From an optimization exercise on the open Yosys and OpenROAD flow, aimed at small area; shortcuts taken in it are not production practice.
At most, simulation tests tie the RTL to the original design; equivalence was not proved.

==> v37 <==
==> flow/design.v (excerpt) <==
module sccb_responder
#(
    parameter logic [6:0] DEV_ID    = 7'h21,
    parameter int         REG_DEPTH = 256
) (
    input  logic       Clk,
    input  logic       Reset,
    input  logic       sioc_in,
    input  logic       siod_in,
    output logic       siod_oe,
    input  logic [7:0] obs_addr,
    output logic [7:0] obs_data,
    output logic       wr_valid,
    output logic [7:0] wr_addr,
    output logic [7:0] wr_data,
    output logic       busy,
    output logic       err
);
clock: 10.0 ns
lec_check: 0
cap_margin: 20
core_margin: 2
core_utilization: 40
cts_buf_list: sky130_fd_sc_hd__clkbuf_8
cts_cluster_diameter: 50
cts_cluster_size: 16
setup_slack_margin: 0.3
slew_margin: 20
synth_hierarchical: 1
synth_minimum_keep_size: 0
standard.sh (not shown) runs the stock make flow with config.mk's settings and CLKGATE_MAP_FILE= SYNTH_SCRIPT=/design/flow/synth_recipe.tcl, a recipe that flattens the netlist after the stock synthesis.
==> flow/flow/run.sh <==
#!/bin/bash
set -euo pipefail
export CTS_ARGS="-sink_clustering_enable -repair_clock_nets -dont_use_dummy_load -sink_clustering_size 18 -sink_clustering_max_diameter 50 -buf_list sky130_fd_sc_hd__clkbuf_8"
export BUFFER_PORTS_ARGS="-buffer_cell sky130_fd_sc_hd__buf_2"
bash standard.sh > make.log 2>&1
==> inputs of v36, as changes to v37 <==
--- a/flow/design.v
+++ b/flow/design.v
@@ -79,38 +79,40 @@
 );
     localparam int NSEG = 8;
     localparam int SLEN = 32;
     logic        sc_rise, sc_fall, start_p, stop_p, sd_s;
     sccb_pkg::sccb_state_t state;
     logic [3:0]  bit_cnt;
     logic [7:0]  shreg;
     logic [7:0]  rd_sh;
+    logic        shreg_shift, rd_shift;
     logic [7:0]  ptr;
     logic        rf_we;
     logic [7:0]  rx_byte;
     logic [3:0]  bits_done;
     logic [NSEG-1:0][SLEN-1:0][7:0] ring;
     logic [NSEG-1:0][7:0]           head_in;
     logic [4:0]  off;
     logic        scrub_act;
     logic        pend_valid;
     logic        scrubbing;
     logic        commit;
     logic [NSEG-1:0] commit_seg;
     logic [NSEG-1:0] keep;
     logic        refresh;
     logic [7:0]  refresh_val;
-    logic [1:0]  obs_lt;
-    logic [3:0]  obs_cy, obs_lm;
-    logic [7:0]  obs_hm;
+    logic [4:0]  obs_pos;
     logic        refresh_tap;
     logic        obs_hit;
     logic [NSEG-1:0] seg_sel_n;
-    logic [SLEN-1:0] pos_sel_n;
+    logic [3:0]      pos_lo_n;
+    logic [7:0]      pos_hi_n;
+    logic [2*NSEG-1:0] tap_sel;
+    logic [7:0]      tap_or;
     sccb_line_sync u_sync (
         .Clk     (Clk),
         .Reset   (Reset),
         .sioc_in (sioc_in),
         .siod_in (siod_in),
         .sc_rise (sc_rise),
         .sc_fall (sc_fall),
         .start   (start_p),
@@ -125,35 +127,31 @@
         scrubbing = !Reset || scrub_act;
         commit    = pend_valid && off == wr_addr[4:0] && !scrubbing;
         for (int s = 0; s < NSEG; s++) begin
             commit_seg[s] = commit && wr_addr[7:5] == 3'(s);
             keep[s]       = !scrubbing && !commit_seg[s];
         end
         refresh     = state != ST_RDAT && ptr[3:0] == off[3:0];
         refresh_tap = ptr[4] ^ off[4];
-        if (scrubbing)
-            refresh_val = 8'h00;
-        else if (pend_valid && wr_addr == ptr)
-            refresh_val = wr_data;
-        else
-            refresh_val = ring[ptr[7:5]][{refresh_tap, 4'd0}];
+        for (int i = 0; i < 2 * NSEG; i++)
+            tap_sel[i] = !scrubbing && !pend_valid && ptr[7:5] == 3'(i / 2)
+                         && refresh_tap == 1'(i % 2);
+        for (int b = 0; b < 8; b++)
+            refresh_val[b] = (!scrubbing && pend_valid && wr_data[b]) | tap_or[b];
+        obs_pos   = obs_addr[4:0] - off;
         obs_hit   = pend_valid && obs_addr == wr_addr;
         for (int i = 0; i < NSEG; i++)
-            seg_sel_n[i] = !(obs_addr[7:5] == 3'(i) && !scrub_act);
-        for (int k = 0; k < 4; k++) begin
-            {obs_cy[k], obs_lt} = {1'b0, off[1:0]} + 3'(k);
-            obs_lm[k] = obs_addr[1:0] == obs_lt;
-        end
-        for (int k = 0; k < 8; k++)
-            obs_hm[k] = obs_addr[4:2] == 3'(off[4:2] + 3'(k));
-        for (int i = 0; i < SLEN; i++)
-            pos_sel_n[i] = !(obs_lm[i % 4] && (obs_cy[i % 4] ? obs_hm[(i / 4 + 1) % 8] : obs_hm[i / 4]));
+            seg_sel_n[i] = !(obs_addr[7:5] == 3'(i) && !obs_hit && !scrub_act);
+        for (int i = 0; i < 4; i++)
+            pos_lo_n[i] = obs_pos[1:0] != 2'(i);
+        for (int i = 0; i < 8; i++)
+            pos_hi_n[i] = obs_pos[4:2] != 3'(i);
         for (int b = 0; b < 8; b++)
-            obs_data[b] = obs_hit ? wr_data[b] : (|obs_l3[b]);
+            obs_data[b] = (obs_hit & wr_data[b]) | (|obs_l3[b]);
     end
     always_ff @(posedge Clk) begin
         for (int s = 0; s < NSEG; s++) begin
             for (int p = 0; p < SLEN - 1; p++)
                 ring[s][p] <= ring[s][p+1];
             ring[s][SLEN-1] <= head_in[s];
         end
     end
@@ -167,53 +165,59 @@
             if (off == 5'(SLEN - 2))
                 scrub_act <= 1'b0;
             if (rf_we)
                 pend_valid <= 1'b1;
             else if (commit)
                 pend_valid <= 1'b0;
         end
     end
+    always_comb begin
+        shreg_shift = !stop_p && !start_p && sc_rise && bit_cnt < DATA_BITS
+                      && (state == ST_ID || state == ST_SUB || state == ST_WDAT);
+        rd_shift    = !stop_p && !start_p && !sc_rise && sc_fall && state == ST_RDAT
+                      && bit_cnt != DATA_BITS;
+    end
+    always_ff @(posedge Clk) begin
+        if (shreg_shift)
+            shreg <= rx_byte;
+        if (rd_shift)
+            rd_sh <= {rd_sh[6:0], 1'b0};
+        else if (refresh)
+            rd_sh <= refresh_val;
+    end
+    assign busy = state != ST_IDLE;
+    assign siod_oe = state == ST_ID_ACK || state == ST_SUB_ACK || state == ST_WDAT_ACK
+                     || (state == ST_RDAT && !rd_sh[7]);
     always_ff @(posedge Clk) begin
         if (!Reset) begin
             state    <= ST_IDLE;
             bit_cnt  <= 4'd0;
-            shreg    <= 8'h00;
-            rd_sh    <= 8'h00;
             ptr      <= 8'h00;
-            siod_oe  <= 1'b0;
-            busy     <= 1'b0;
             err      <= 1'b0;
             wr_valid <= 1'b0;
             wr_addr  <= 8'h00;
             wr_data  <= 8'h00;
         end else begin
             err      <= 1'b0;
             wr_valid <= 1'b0;
-            if (refresh)
-                rd_sh <= refresh_val;
             if (stop_p) begin
                 if ((state == ST_ID || state == ST_SUB || state == ST_WDAT || state == ST_RDAT)
                     && (bits_done >= 4'd1) && (bits_done <= 4'd7)) begin
                     err <= 1'b1;
                 end
                 state   <= ST_IDLE;
-                siod_oe <= 1'b0;
-                busy    <= 1'b0;
                 bit_cnt <= 4'd0;
             end else if (start_p) begin
                 state   <= ST_ID;
-                siod_oe <= 1'b0;
-                busy    <= 1'b1;
                 bit_cnt <= 4'd0;
             end else if (sc_rise) begin
                 case (state)
                     ST_ID, ST_SUB, ST_WDAT: begin
                         if (bit_cnt < DATA_BITS) begin
-                            shreg   <= rx_byte;
                             bit_cnt <= bit_cnt + 4'd1;
                             if (state == ST_WDAT && bit_cnt == DATA_BITS - 4'd1) begin
                                 wr_valid <= 1'b1;
                                 wr_addr  <= ptr;
                                 wr_data  <= rx_byte;
                             end
                         end
                     end
@@ -227,91 +231,93 @@
                     end
                     default: ;
                 endcase
             end else if (sc_fall) begin
                 case (state)
                     ST_ID: begin
                         if (bit_cnt == DATA_BITS) begin
                             if (shreg[7:1] == DEV_ID) begin
-                                siod_oe <= 1'b1;
                                 state   <= ST_ID_ACK;
                             end else begin
                                 state   <= ST_WAIT_STOP;
                             end
                         end
                     end
                     ST_SUB: begin
                         if (bit_cnt == DATA_BITS) begin
                             ptr     <= shreg;
-                            siod_oe <= 1'b1;
                             state   <= ST_SUB_ACK;
                         end
                     end
                     ST_WDAT: begin
                         if (bit_cnt == DATA_BITS) begin
-                            siod_oe <= 1'b1;
                             state   <= ST_WDAT_ACK;
                         end
                     end
                     ST_ID_ACK: begin
                         if (bit_cnt == ACK_BIT) begin
                             bit_cnt <= 4'd0;
                             if (shreg[0] == ID_RD_LSB) begin
-                                siod_oe <= ~rd_sh[7];
                                 state   <= ST_RDAT;
                             end else if (shreg[0] == ID_WR_LSB) begin
-                                siod_oe <= 1'b0;
                                 state   <= ST_SUB;
                             end else begin
-                                siod_oe <= 1'b0;
                                 state   <= ST_WAIT_STOP;
                             end
                         end
                     end
                     ST_SUB_ACK: begin
                         if (bit_cnt == ACK_BIT) begin
                             bit_cnt <= 4'd0;
-                            siod_oe <= 1'b0;
                             state   <= ST_WDAT;
                         end
                     end
                     ST_WDAT_ACK: begin
                         if (bit_cnt == ACK_BIT) begin
-                            siod_oe <= 1'b0;
                             state   <= ST_WAIT_STOP;
                         end
                     end
                     ST_RDAT: begin
                         if (bit_cnt == DATA_BITS) begin
-                            siod_oe <= 1'b0;
                             state   <= ST_RDAT_NA;
-                        end else begin
-                            siod_oe <= ~rd_sh[6];
-                            rd_sh   <= {rd_sh[6:0], 1'b0};
                         end
                     end
                     default: ;
                 endcase
             end
         end
     end
     for (genvar s = 0; s < NSEG; s++) begin : g_head
         for (genvar b = 0; b < 8; b++) begin : g_bit
             sccb_ao22 u_h (.a0(commit_seg[s]), .d0(wr_data[b]), .a1(keep[s]), .d1(ring[s][0][b]),
                            .y(head_in[s][b]));
         end
     end
+    logic [7:0][5:0] tap_l1;
+    for (genvar b = 0; b < 8; b++) begin : g_tap
+        for (genvar k = 0; k < 5; k++) begin : g_l1
+            sccb_aoi222 u_l1 (
+                .a0(tap_sel[3*k]),   .d0(ring[(3*k) / 2][16 * ((3*k) % 2)][b]),
+                .a1(tap_sel[3*k+1]), .d1(ring[(3*k+1) / 2][16 * ((3*k+1) % 2)][b]),
+                .a2(tap_sel[3*k+2]), .d2(ring[(3*k+2) / 2][16 * ((3*k+2) % 2)][b]),
+                .y(tap_l1[b][k]));
+        end
+        sccb_nand2 u_l1x (.a(tap_sel[15]), .b(ring[7][16][b]), .y(tap_l1[b][5]));
+        sccb_nand6 u_l2 (.y(tap_l1[b]), .w(tap_or[b]));
+    end
     logic [7:0][NSEG-1:0][11:0] obs_l1;
     logic [7:0][NSEG-1:0][2:0]  obs_l2;
     logic [7:0][NSEG-1:0]       obs_l3n;
     logic [7:0][NSEG-1:0]       obs_l3;
     logic [SLEN-1:0]            pos_sel;
     logic [NSEG-1:0]            seg_sel;
-    assign pos_sel = ~pos_sel_n;
+    for (genvar p = 0; p < SLEN; p++) begin : g_pos
+        sccb_nor2 u_ps (.a(pos_lo_n[p % 4]), .b(pos_hi_n[p / 4]), .y(pos_sel[p]));
+    end
     assign seg_sel = ~seg_sel_n;
     for (genvar b = 0; b < 8; b++) begin : g_obs
         for (genvar s = 0; s < NSEG; s++) begin : g_seg
             for (genvar k = 0; k < 10; k++) begin : g_l1
                 sccb_aoi222 u_l1 (
                     .a0(pos_sel[3*k]),   .d0(ring[s][3*k][b]),
                     .a1(pos_sel[3*k+1]), .d1(ring[s][3*k+1][b]),
                     .a2(pos_sel[3*k+2]), .d2(ring[s][3*k+2][b]),
@@ -324,24 +330,21 @@
     end
 endmodule
 module sccb_nand2 (input logic a, input logic b, output logic y);
     assign y = ~(a & b);
 endmodule
 module sccb_nor2 (input logic a, input logic b, output logic y);
     assign y = ~(a | b);
 endmodule
-module sccb_nor3 (input logic a, input logic b, input logic c, output logic y);
-    assign y = ~(a | b | c);
-endmodule
 module sccb_sel12 (input logic [11:0] y, input logic seg, output logic w);
     assign w = seg & ~&y;
 endmodule
-module sccb_nand4 (input logic a, input logic b, input logic c, input logic d, output logic y);
-    assign y = ~(a & b & c & d);
+module sccb_nand6 (input logic [5:0] y, output logic w);
+    assign w = ~&y;
 endmodule
 module sccb_ao22 (input logic a0, input logic d0, input logic a1, input logic d1, output logic y);
     assign y = (a0 & d0) | (a1 & d1);
 endmodule
 module sccb_aoi222 (
     input  logic a0, input logic d0,
     input  logic a1, input logic d1,
     input  logic a2, input logic d2,
==> flow/config.mk (replaced) <==
export PLATFORM = sky130hd
export DESIGN_NAME = sccb_responder
export DESIGN_NICKNAME = sccb_responder
export VERILOG_FILES = /design/flow/design.v
export SDC_FILE = /design/flow/constraint.sdc
export NUM_CORES = 4
export LEC_CHECK = 0
export CAP_MARGIN = 15
export CORE_MARGIN = 2
export CORE_UTILIZATION = 70
export SLEW_MARGIN = 15
export SYNTH_HIERARCHICAL = 1
export SYNTH_MINIMUM_KEEP_SIZE = 0
==> results.ini <==
[outcome]
status=finished clean

[synth]
syn_avg_cell_area_um2=14.70
yosys.area_share.simple_pct=5.605

[grt]
grtUsageMet2_pct=35.91

[sta]
setup_ws_ns=1.614

[worst_setup_path]
arrival_ns=6.39
cpMaxStageDelayCell=xor2_1

[final_layout]
syn2layout_area_growth_pct=10.00

[placed_design]
preCtsSetupSlack_ns=1.727

The numbers above come from v37.

==> results.ini <==
[outcome]
status=finished clean

[worst_setup_path]
arrival_ns=6.84
cpMaxStageDelayCell=a222oi_1

[placed_design]
preCtsSetupSlack_ns=1.400

[synth]
yosys.area_share.simple_pct=5.506
syn_avg_cell_area_um2=14.89
synth_top_family_by_area=compound AO/OA/AOI/OAI gates

[final_layout]
syn2layout_area_growth_pct=8.822
largest-register=ring

[sta]
setup_ws_ns=1.155

[grt]
grtUsageMet2_pct=62.57

The numbers above come from v36.

Function not checked in v37: the RTL went through the layout flow alone.

==> afterwards: timing with drivers on the ports <==
The results above use ideal ports. As a check the final layouts listed here were re-extracted and re-timed, cells and wires unchanged. Step 1 sets driving cells, clkbuf_16 on the clock port and buf_2 on the other inputs (assumed; they add their load-dependent delay and slew). Step 2, shift: input delay + t, output delay - t, t = (earliest + latest rising clock arrival at the registers) / 2. This alone moves slack from input paths to output paths. Slacks: ideal ports / drivers / drivers and shift; pairs: ideal ports / drivers.
run | t (ns) | slack for setup (ns) | worst hold slack (ns) | worst register clock-pin slew, ns
v37 | 0.939 | 1.614 / 1.586 / 1.586 | 0.264 / 0.264 / 0.264 | 0.11 / 0.11
v36 | 0.886 | 1.155 / 1.135 / 1.135 | 0.289 / 0.289 / 0.289 | 0.11 / 0.11
After both steps every run listed still meets setup and hold. The setup slack of v37, which loses most, moves by -0.028 ns with the drivers and by -0.028 ns with both steps.
